Context: an optimization exercise on an open-source flow, tuned for small area, a short achievable clock period and few clock cycles per item. The choices shown serve that exercise and are no tape-out recipe.
RTL that was checked went through simulation tests only; none was proved equivalent to the original.
Power figures rest on the tool's default switching activity, not on a simulated workload.

==> pepper <==
// exec_cluster
module exec_cluster (
    input  logic        i_clk,
    input  logic        i_rst,
    input  logic        i_uop_valid,
    input  logic [63:0] i_pc,
    input  logic [63:0] i_rs1_data,
    input  logic [63:0] i_rs2_data,
    input  logic [63:0] i_imm_ext,
    input  logic [4:0]  i_rd_addr,
    input  logic [3:0]  i_alu_op,
    input  logic [2:0]  i_func3,
    input  logic        i_alu_src,
    input  logic        i_branch,
    input  logic        i_jump,
    input  logic        i_pc_target_src,
    input  logic        i_reg_we,
    input  logic        i_mem_we,
    output logic        o_uop_ready,
    output logic        o_res_valid,
    output logic [63:0] o_alu_result,
    output logic [63:0] o_write_data,
    output logic [63:0] o_pc_plus4,
    output logic [63:0] o_pc_target,
    output logic [4:0]  o_rd_addr,
    output logic        o_pc_src,
    output logic        o_reg_we,
    output logic        o_mem_we,
    input  logic        i_res_ready
);
==> module exec_cluster, before the edit <==
module exec_cluster (
    input  logic        i_clk,
    input  logic        i_rst,
    input  logic        i_uop_valid,
    input  logic [63:0] i_pc,
    input  logic [63:0] i_rs1_data,
    input  logic [63:0] i_rs2_data,
    input  logic [63:0] i_imm_ext,
    input  logic [4:0]  i_rd_addr,
    input  logic [3:0]  i_alu_op,
    input  logic [2:0]  i_func3,
    input  logic        i_alu_src,
    input  logic        i_branch,
    input  logic        i_jump,
    input  logic        i_pc_target_src,
    input  logic        i_reg_we,
    input  logic        i_mem_we,
    output logic        o_uop_ready,
    output logic        o_res_valid,
    output logic [63:0] o_alu_result,
    output logic [63:0] o_write_data,
    output logic [63:0] o_pc_plus4,
    output logic [63:0] o_pc_target,
    output logic [4:0]  o_rd_addr,
    output logic        o_pc_src,
    output logic        o_reg_we,
    output logic        o_mem_we,
    input  logic        i_res_ready
);
    logic [63:0] s_src_b;
    logic [63:0] s_alu_result;
    logic        s_lt;
    logic        s_ltu;
    logic        s_cmp_cond;
    logic        s_load;
    logic        r_valid;
    logic [63:0] r_alu_result;
    logic [63:0] r_write_data;
    logic [63:0] r_pc_plus4;
    logic [63:0] r_pc_target;
    logic [4:0]  r_rd_addr;
    logic        r_reg_we;
    logic        r_mem_we;
    logic        r_pc_src_cmp;
    logic        r_br_eq;
    logic        r_br_ne;
    assign s_src_b = i_alu_src ? i_imm_ext : i_rs2_data;
    alu alu_i (
        .i_alu_op     (i_alu_op),
        .i_src_1      (i_rs1_data),
        .i_src_2      (s_src_b),
        .o_alu_result (s_alu_result),
        .o_lt_flag    (s_lt),
        .o_ltu_flag   (s_ltu)
    );
    always_comb begin
        case (i_func3)
            exec_pkg::BR_LT:  s_cmp_cond = s_lt;
            exec_pkg::BR_GE:  s_cmp_cond = ~s_lt;
            exec_pkg::BR_LTU: s_cmp_cond = s_ltu;
            exec_pkg::BR_GEU: s_cmp_cond = ~s_ltu;
            default:          s_cmp_cond = 1'b0;
        endcase
    end
    assign o_uop_ready = ~r_valid | i_res_ready;
    assign s_load      = o_uop_ready;
    always_ff @(posedge i_clk) begin
        if (i_rst) begin
            r_valid <= 1'b0;
        end else if (s_load) begin
            r_valid <= i_uop_valid;
        end
    end
    always_ff @(posedge i_clk) begin
        if (s_load) begin
            r_alu_result <= s_alu_result;
            r_write_data <= i_rs2_data;
            r_pc_plus4   <= i_pc + 64'd4;
            r_pc_target  <= i_pc_target_src ? {s_alu_result[63:1], 1'b0}
                                            : i_pc + i_imm_ext;
            r_rd_addr    <= i_rd_addr;
            r_reg_we     <= i_reg_we;
            r_mem_we     <= i_mem_we;
            r_pc_src_cmp <= i_jump | (i_branch & s_cmp_cond);
            r_br_eq      <= i_branch & (i_func3 == exec_pkg::BR_EQ);
            r_br_ne      <= i_branch & (i_func3 == exec_pkg::BR_NE);
        end
    end
    logic s_zero;
    assign s_zero = (r_alu_result == 64'd0);
    assign o_res_valid  = r_valid;
    assign o_alu_result = r_alu_result;
    assign o_write_data = r_write_data;
    assign o_pc_plus4   = r_pc_plus4;
    assign o_pc_target  = r_pc_target;
    assign o_rd_addr    = r_rd_addr;
    assign o_reg_we     = r_reg_we;
    assign o_mem_we     = r_mem_we;
    assign o_pc_src     = r_pc_src_cmp | (r_br_eq & s_zero) | (r_br_ne & ~s_zero);
endmodule
==> module alu, before the edit <==
module alu (
    input  logic [3:0]                       i_alu_op,
    input  logic [exec_pkg::DATA_WIDTH-1:0]  i_src_1,
    input  logic [exec_pkg::DATA_WIDTH-1:0]  i_src_2,
    output logic [exec_pkg::DATA_WIDTH-1:0]  o_alu_result,
    output logic                             o_lt_flag,
    output logic                             o_ltu_flag
);
    localparam int DW      = exec_pkg::DATA_WIDTH;
    localparam int SHAMT_W = $clog2(DW);
    logic [SHAMT_W-1:0] s_shamt;
    logic [DW-1:0]      s_addsub;
    logic               s_sub;
    logic               s_sll;
    logic               s_fill;
    logic [DW-1:0]      s_sh_in;
    logic [DW-1:0]      s_sh_out;
    logic [DW-1:0]      s_sh_res;
    assign s_shamt = i_src_2[SHAMT_W-1:0];
    assign s_sub   = (i_alu_op == exec_pkg::ALU_SUB);
    assign s_addsub = s_sub ? (i_src_1 - i_src_2) : (i_src_1 + i_src_2);
    assign o_ltu_flag = i_src_1 < i_src_2;
    assign o_lt_flag  = o_ltu_flag ^ i_src_1[DW-1] ^ i_src_2[DW-1];
    assign s_sll  = (i_alu_op == exec_pkg::ALU_SLL);
    assign s_fill = (i_alu_op == exec_pkg::ALU_SRA) & i_src_1[DW-1];
    always_comb begin
        for (int i = 0; i < DW; i++) begin
            s_sh_in[i] = s_sll ? i_src_1[DW-1-i] : i_src_1[i];
        end
    end
    assign s_sh_out = DW'($signed({s_fill, s_sh_in}) >>> s_shamt);
    always_comb begin
        for (int i = 0; i < DW; i++) begin
            s_sh_res[i] = s_sll ? s_sh_out[DW-1-i] : s_sh_out[i];
        end
    end
    always_comb begin
        case (i_alu_op)
            exec_pkg::ALU_ADD,
            exec_pkg::ALU_SUB:  o_alu_result = s_addsub;
            exec_pkg::ALU_SLL,
            exec_pkg::ALU_SRL,
            exec_pkg::ALU_SRA:  o_alu_result = s_sh_res;
            exec_pkg::ALU_SLT:  o_alu_result = {{(DW-1){1'b0}}, o_lt_flag};
            exec_pkg::ALU_SLTU: o_alu_result = {{(DW-1){1'b0}}, o_ltu_flag};
            exec_pkg::ALU_XOR:  o_alu_result = i_src_1 ^ i_src_2;
            exec_pkg::ALU_OR:   o_alu_result = i_src_1 | i_src_2;
            exec_pkg::ALU_AND:  o_alu_result = i_src_1 & i_src_2;
            default:            o_alu_result = '0;
        endcase
    end
endmodule
Settings: LEC_CHECK=0, CAP_MARGIN=20, CORE_MARGIN=2, CORE_UTILIZATION=40, SETUP_SLACK_MARGIN=0.4, SLEW_MARGIN=20; clock period 7.0 ns.
run.sh (not shown) runs the stock make flow with config.mk's settings and CLKGATE_MAP_FILE= SYNTH_SCRIPT=/design/flow/synth_recipe.tcl, a recipe that flattens the netlist after the stock synthesis.
==> inputs of umber, as changes to pepper <==
--- a/flow/design.v
+++ b/flow/design.v
@@ -142,3 +142,4 @@
     logic [63:0] r_pc_plus4;
-    logic [63:0] r_pc_target;
+    logic [63:0] r_pc_imm;
+    logic        r_tgt_alu;
     logic [4:0]  r_rd_addr;
@@ -181,4 +182,4 @@
             r_pc_plus4   <= i_pc + 64'd4;
-            r_pc_target  <= i_pc_target_src ? {s_alu_result[63:1], 1'b0}
-                                            : i_pc + i_imm_ext;
+            r_pc_imm     <= i_pc + i_imm_ext;
+            r_tgt_alu    <= i_pc_target_src;
             r_rd_addr    <= i_rd_addr;
@@ -197,3 +198,3 @@
     assign o_pc_plus4   = r_pc_plus4;
-    assign o_pc_target  = r_pc_target;
+    assign o_pc_target  = r_tgt_alu ? {r_alu_result[63:1], 1'b0} : r_pc_imm;
     assign o_rd_addr    = r_rd_addr;
--- a/flow/config.mk
+++ b/flow/config.mk
@@ -10,3 +10,3 @@
 export CORE_UTILIZATION = 40
-export SETUP_SLACK_MARGIN = 0.4
+export SETUP_SLACK_MARGIN = 3.0
 export SLEW_MARGIN = 20
==> inputs of xenon, as changes to pepper <==
--- a/flow/design.v
+++ b/flow/design.v
@@ -71,3 +71,8 @@
     assign s_sub   = (i_alu_op == exec_pkg::ALU_SUB);
-    assign s_addsub = s_sub ? (i_src_1 - i_src_2) : (i_src_1 + i_src_2);
+    prefix_add #(.W(DW), .KIND(0)) add_i (
+        .i_a   (i_src_1),
+        .i_b   (i_src_2 ^ {DW{s_sub}}),
+        .i_cin (s_sub),
+        .o_sum (s_addsub)
+    );
     assign o_ltu_flag = i_src_1 < i_src_2;
@@ -101,2 +106,46 @@
         endcase
+    end
+endmodule
+module prefix_add #(
+    parameter int W    = 64,
+    parameter int KIND = 0
+) (
+    input  logic [W-1:0] i_a,
+    input  logic [W-1:0] i_b,
+    input  logic         i_cin,
+    output logic [W-1:0] o_sum
+);
+    localparam int LV = $clog2(W);
+    logic [W-1:0] s_g;
+    logic [W-1:0] s_p;
+    logic [W-1:0] s_p0;
+    always_comb begin
+        s_p0 = i_a ^ i_b;
+        s_p  = s_p0;
+        s_g  = i_a & i_b;
+        s_g[0] = s_g[0] | (s_p[0] & i_cin);
+        if (KIND == 0) begin
+            for (int l = 0; l < LV; l++) begin
+                for (int i = 0; i < W; i++) begin
+                    if ((i >> l) & 1) begin
+                        s_g[i] = s_g[i] | (s_p[i] & s_g[((i >> l) << l) - 1]);
+                        s_p[i] = s_p[i] & s_p[((i >> l) << l) - 1];
+                    end
+                end
+            end
+        end else begin
+            for (int l = 0; l < LV; l++) begin
+                for (int i = (2 << l) - 1; i < W; i += (2 << l)) begin
+                    s_g[i] = s_g[i] | (s_p[i] & s_g[i - (1 << l)]);
+                    s_p[i] = s_p[i] & s_p[i - (1 << l)];
+                end
+            end
+            for (int l = LV - 2; l >= 0; l--) begin
+                for (int i = 3 * (1 << l) - 1; i < W; i += (2 << l)) begin
+                    s_g[i] = s_g[i] | (s_p[i] & s_g[i - (1 << l)]);
+                    s_p[i] = s_p[i] & s_p[i - (1 << l)];
+                end
+            end
+        end
+        o_sum = s_p0 ^ {s_g[W-2:0], i_cin};
     end
@@ -138,2 +187,9 @@
     logic        s_load;
+    logic [63:0] s_pc_imm;
+    prefix_add #(.W(64), .KIND(1)) pc_imm_i (
+        .i_a   (i_pc),
+        .i_b   (i_imm_ext),
+        .i_cin (1'b0),
+        .o_sum (s_pc_imm)
+    );
     logic        r_valid;
@@ -142,3 +198,4 @@
     logic [63:0] r_pc_plus4;
-    logic [63:0] r_pc_target;
+    logic [63:0] r_pc_imm;
+    logic        r_tgt_alu;
     logic [4:0]  r_rd_addr;
@@ -181,4 +238,4 @@
             r_pc_plus4   <= i_pc + 64'd4;
-            r_pc_target  <= i_pc_target_src ? {s_alu_result[63:1], 1'b0}
-                                            : i_pc + i_imm_ext;
+            r_pc_imm     <= s_pc_imm;
+            r_tgt_alu    <= i_pc_target_src;
             r_rd_addr    <= i_rd_addr;
@@ -197,3 +254,3 @@
     assign o_pc_plus4   = r_pc_plus4;
-    assign o_pc_target  = r_pc_target;
+    assign o_pc_target  = r_tgt_alu ? {r_alu_result[63:1], 1'b0} : r_pc_imm;
     assign o_rd_addr    = r_rd_addr;
==> flow/flow/run.sh (new file) <==
#!/bin/bash
# standard layout, with the port buffers made from the smallest buffer cell.
cp standard.sh standard_sh_copy.txt
cp config.mk config_mk_copy.txt
export BUFFER_PORTS_ARGS="-buffer_cell sky130_fd_sc_hd__buf_1"
bash standard.sh > standard.log 2>&1
==> flow/standard.sh (new file) <==
#!/bin/bash
# synth_recipe.tcl (not shown) runs the flow's synth.tcl, then flattens the netlist and writes it again
# the make line also repeats each setting of config.mk as NAME=value (left out here)
make -C /OpenROAD-flow-scripts/flow DESIGN_CONFIG=/design/flow/config.mk WORK_HOME=/design/flow/orfs CLKGATE_MAP_FILE= SYNTH_SCRIPT=/design/flow/synth_recipe.tcl "${@:-finish}"
--- a/flow/config.mk
+++ b/flow/config.mk
@@ -10,3 +10,3 @@
 export CORE_UTILIZATION = 40
-export SETUP_SLACK_MARGIN = 0.4
+export SETUP_SLACK_MARGIN = 3.0
 export SLEW_MARGIN = 20
removed: flow/run.sh
==> inputs of maple, as changes to pepper <==
--- a/flow/design.v
+++ b/flow/design.v
@@ -70,8 +70,13 @@
     assign s_shamt = i_src_2[SHAMT_W-1:0];
-    assign s_sub   = (i_alu_op == exec_pkg::ALU_SUB);
-    assign s_addsub = s_sub ? (i_src_1 - i_src_2) : (i_src_1 + i_src_2);
+    assign s_sub   = i_alu_op[0];
+    prefix_add #(.W(DW), .KIND(0)) add_i (
+        .i_a   (i_src_1),
+        .i_b   (i_src_2 ^ {DW{s_sub}}),
+        .i_cin (s_sub),
+        .o_sum (s_addsub)
+    );
     assign o_ltu_flag = i_src_1 < i_src_2;
     assign o_lt_flag  = o_ltu_flag ^ i_src_1[DW-1] ^ i_src_2[DW-1];
-    assign s_sll  = (i_alu_op == exec_pkg::ALU_SLL);
-    assign s_fill = (i_alu_op == exec_pkg::ALU_SRA) & i_src_1[DW-1];
+    assign s_sll  = ~i_alu_op[2];
+    assign s_fill = i_alu_op[0] & i_src_1[DW-1];
     always_comb begin
@@ -101,2 +106,46 @@
         endcase
+    end
+endmodule
+module prefix_add #(
+    parameter int W    = 64,
+    parameter int KIND = 0
+) (
+    input  logic [W-1:0] i_a,
+    input  logic [W-1:0] i_b,
+    input  logic         i_cin,
+    output logic [W-1:0] o_sum
+);
+    localparam int LV = $clog2(W);
+    logic [W-1:0] s_g;
+    logic [W-1:0] s_p;
+    logic [W-1:0] s_p0;
+    always_comb begin
+        s_p0 = i_a ^ i_b;
+        s_p  = s_p0;
+        s_g  = i_a & i_b;
+        s_g[0] = s_g[0] | (s_p[0] & i_cin);
+        if (KIND == 0) begin
+            for (int l = 0; l < LV; l++) begin
+                for (int i = 0; i < W; i++) begin
+                    if ((i >> l) & 1) begin
+                        s_g[i] = s_g[i] | (s_p[i] & s_g[((i >> l) << l) - 1]);
+                        s_p[i] = s_p[i] & s_p[((i >> l) << l) - 1];
+                    end
+                end
+            end
+        end else begin
+            for (int l = 0; l < LV; l++) begin
+                for (int i = (2 << l) - 1; i < W; i += (2 << l)) begin
+                    s_g[i] = s_g[i] | (s_p[i] & s_g[i - (1 << l)]);
+                    s_p[i] = s_p[i] & s_p[i - (1 << l)];
+                end
+            end
+            for (int l = LV - 2; l >= 0; l--) begin
+                for (int i = 3 * (1 << l) - 1; i < W; i += (2 << l)) begin
+                    s_g[i] = s_g[i] | (s_p[i] & s_g[i - (1 << l)]);
+                    s_p[i] = s_p[i] & s_p[i - (1 << l)];
+                end
+            end
+        end
+        o_sum = s_p0 ^ {s_g[W-2:0], i_cin};
     end
@@ -138,2 +187,9 @@
     logic        s_load;
+    logic [63:0] s_pc_imm;
+    prefix_add #(.W(64), .KIND(1)) pc_imm_i (
+        .i_a   (i_pc),
+        .i_b   (i_imm_ext),
+        .i_cin (1'b0),
+        .o_sum (s_pc_imm)
+    );
     logic        r_valid;
@@ -142,3 +198,4 @@
     logic [63:0] r_pc_plus4;
-    logic [63:0] r_pc_target;
+    logic [63:0] r_pc_imm;
+    logic        r_tgt_alu;
     logic [4:0]  r_rd_addr;
@@ -181,4 +238,4 @@
             r_pc_plus4   <= i_pc + 64'd4;
-            r_pc_target  <= i_pc_target_src ? {s_alu_result[63:1], 1'b0}
-                                            : i_pc + i_imm_ext;
+            r_pc_imm     <= s_pc_imm;
+            r_tgt_alu    <= i_pc_target_src;
             r_rd_addr    <= i_rd_addr;
@@ -197,3 +254,3 @@
     assign o_pc_plus4   = r_pc_plus4;
-    assign o_pc_target  = r_pc_target;
+    assign o_pc_target  = r_tgt_alu ? {r_alu_result[63:1], 1'b0} : r_pc_imm;
     assign o_rd_addr    = r_rd_addr;
==> flow/flow/run.sh (new file) <==
#!/bin/bash
# The standard layout (standard.sh), with two changes to how it is made:
# the port buffers use the smallest buffer cell, and timing repair may
# resize a cell to one of another footprint. Make's full output goes to
# standard.log here; ORFS keeps each step's log under orfs/logs/.
set -euo pipefail
export BUFFER_PORTS_ARGS="-buffer_cell sky130_fd_sc_hd__buf_1"
bash standard.sh MATCH_CELL_FOOTPRINT=0 finish > standard.log 2>&1
==> flow/standard.sh (new file) <==
#!/bin/bash
# synth_recipe.tcl (not shown) runs the flow's synth.tcl, then flattens the netlist and writes it again
# the make line also repeats each setting of config.mk as NAME=value (left out here)
make -C /OpenROAD-flow-scripts/flow DESIGN_CONFIG=/design/flow/config.mk WORK_HOME=/design/flow/orfs CLKGATE_MAP_FILE= SYNTH_SCRIPT=/design/flow/synth_recipe.tcl "${@:-finish}"
--- a/flow/config.mk
+++ b/flow/config.mk
@@ -10,3 +10,3 @@
 export CORE_UTILIZATION = 40
-export SETUP_SLACK_MARGIN = 0.4
+export SETUP_SLACK_MARGIN = 3.0
 export SLEW_MARGIN = 20
removed: flow/run.sh
==> metrics.md <==
| Metric | Value |
|---|---|
| Detailed Route WL | 175.1 mm |
| Ranking of synthesized cells by area | edfxtp_1 (26%), ha_1 (12%), mux2i_1 (6.4%) |
| Setup bufs post-CTS | 0 |
| Routed wl met3 | about 20 mm |
| Non-clock buffers | 744 |
| Outcome | complete, no violations |
[end of results for pepper]
==> metrics.md <==
| Metric | Value |
|---|---|
| Clock share of power | 26.1% |
| Ranking of synthesized cells by area | edfxtp_1 (28%), ha_1 (17%), mux2i_1 (8.2%) |
| Detailed Route WL | 117.7 mm |
| Outcome | complete, no violations |
| Final Non-Filler Cells | 4605 |
| Setup bufs post-CTS | 88 |
[end of results for maple]
==> metrics.md <==
| Metric | Value |
|---|---|
| Outcome | complete, no violations |
| Detailed Route WL | 120.2 mm |
| Ranking of synthesized cells by area | edfxtp_1 (29%), ha_1 (17%), mux2i_1 (7.4%) |
| Setup bufs post-CTS | around 110 |
| Routed wl met3 | roughly 11 mm |
| Hold EP | r_valid$_SDFFE_PP0P_ |
[end of results for xenon]
==> metrics.md <==
| Metric | Value |
|---|---|
| Routed wl met3 | 22.78 mm |
| Req. time, crit path | 7320 ps |
| Ranking of synthesized cells by area | edfxtp_1 (26%), ha_1 (11%), mux2i_1 (6.4%) |
| Non-clock buffers | 952 |
| Outcome | complete, no violations |
| Gate Count Post-Synth | 3526 |
| Setup bufs post-CTS | around 140 |
[end of results for umber]
Testbench counts of pepper, summed over its fixed seeds: cycles 13,767, items 12,000.
Testbench counts of umber, summed over its fixed seeds: cycles 13,767, items 12,000.
Testbench counts of maple, summed over its fixed seeds: cycles 13,767, items 12,000.
Function not checked in xenon: the RTL went through the layout flow alone.

==> separate check: timing with driven ports <==
Ports are ideal in the flow. The routed layouts listed here were re-timed in OpenROAD.
Step 1 assumes that a clkbuf_16 drives the clock port and a buf_2 every other input.
Step 2, shift: input delay + t, output delay - t, t = (earliest + latest rising clock arrival at the registers) / 2. This alone moves slack from input paths to output paths.
Slacks: ideal ports / drivers / drivers and shift; pairs: ideal ports / drivers.
| run | t, ns | slack for setup (ns) | clock arrival spread, ns | worst slew at a driven data input, ns | cell pins on the clock port's net |
|---|---|---|---|---|---|
| pepper | 0.615 | 0.553 / 0.595 / -0.020 | 0.047 / 0.047 | 0.12 | 1 |
| umber | 0.611 | 2.338 / 2.197 / 1.585 | 0.052 / 0.053 | 0.20 | 1 |
| xenon | 0.635 | 2.262 / 2.274 / 1.639 | 0.030 / 0.030 | 0.15 | 1 |
| maple | 0.637 | 2.480 / 2.226 / 1.589 | 0.029 / 0.029 | 0.41 | 1 |
With both steps, setup timing fails in pepper, where it was met with ideal ports. The setup slack of maple, which loses most, moves by -0.254 ns with the drivers and by -0.891 ns with both steps.
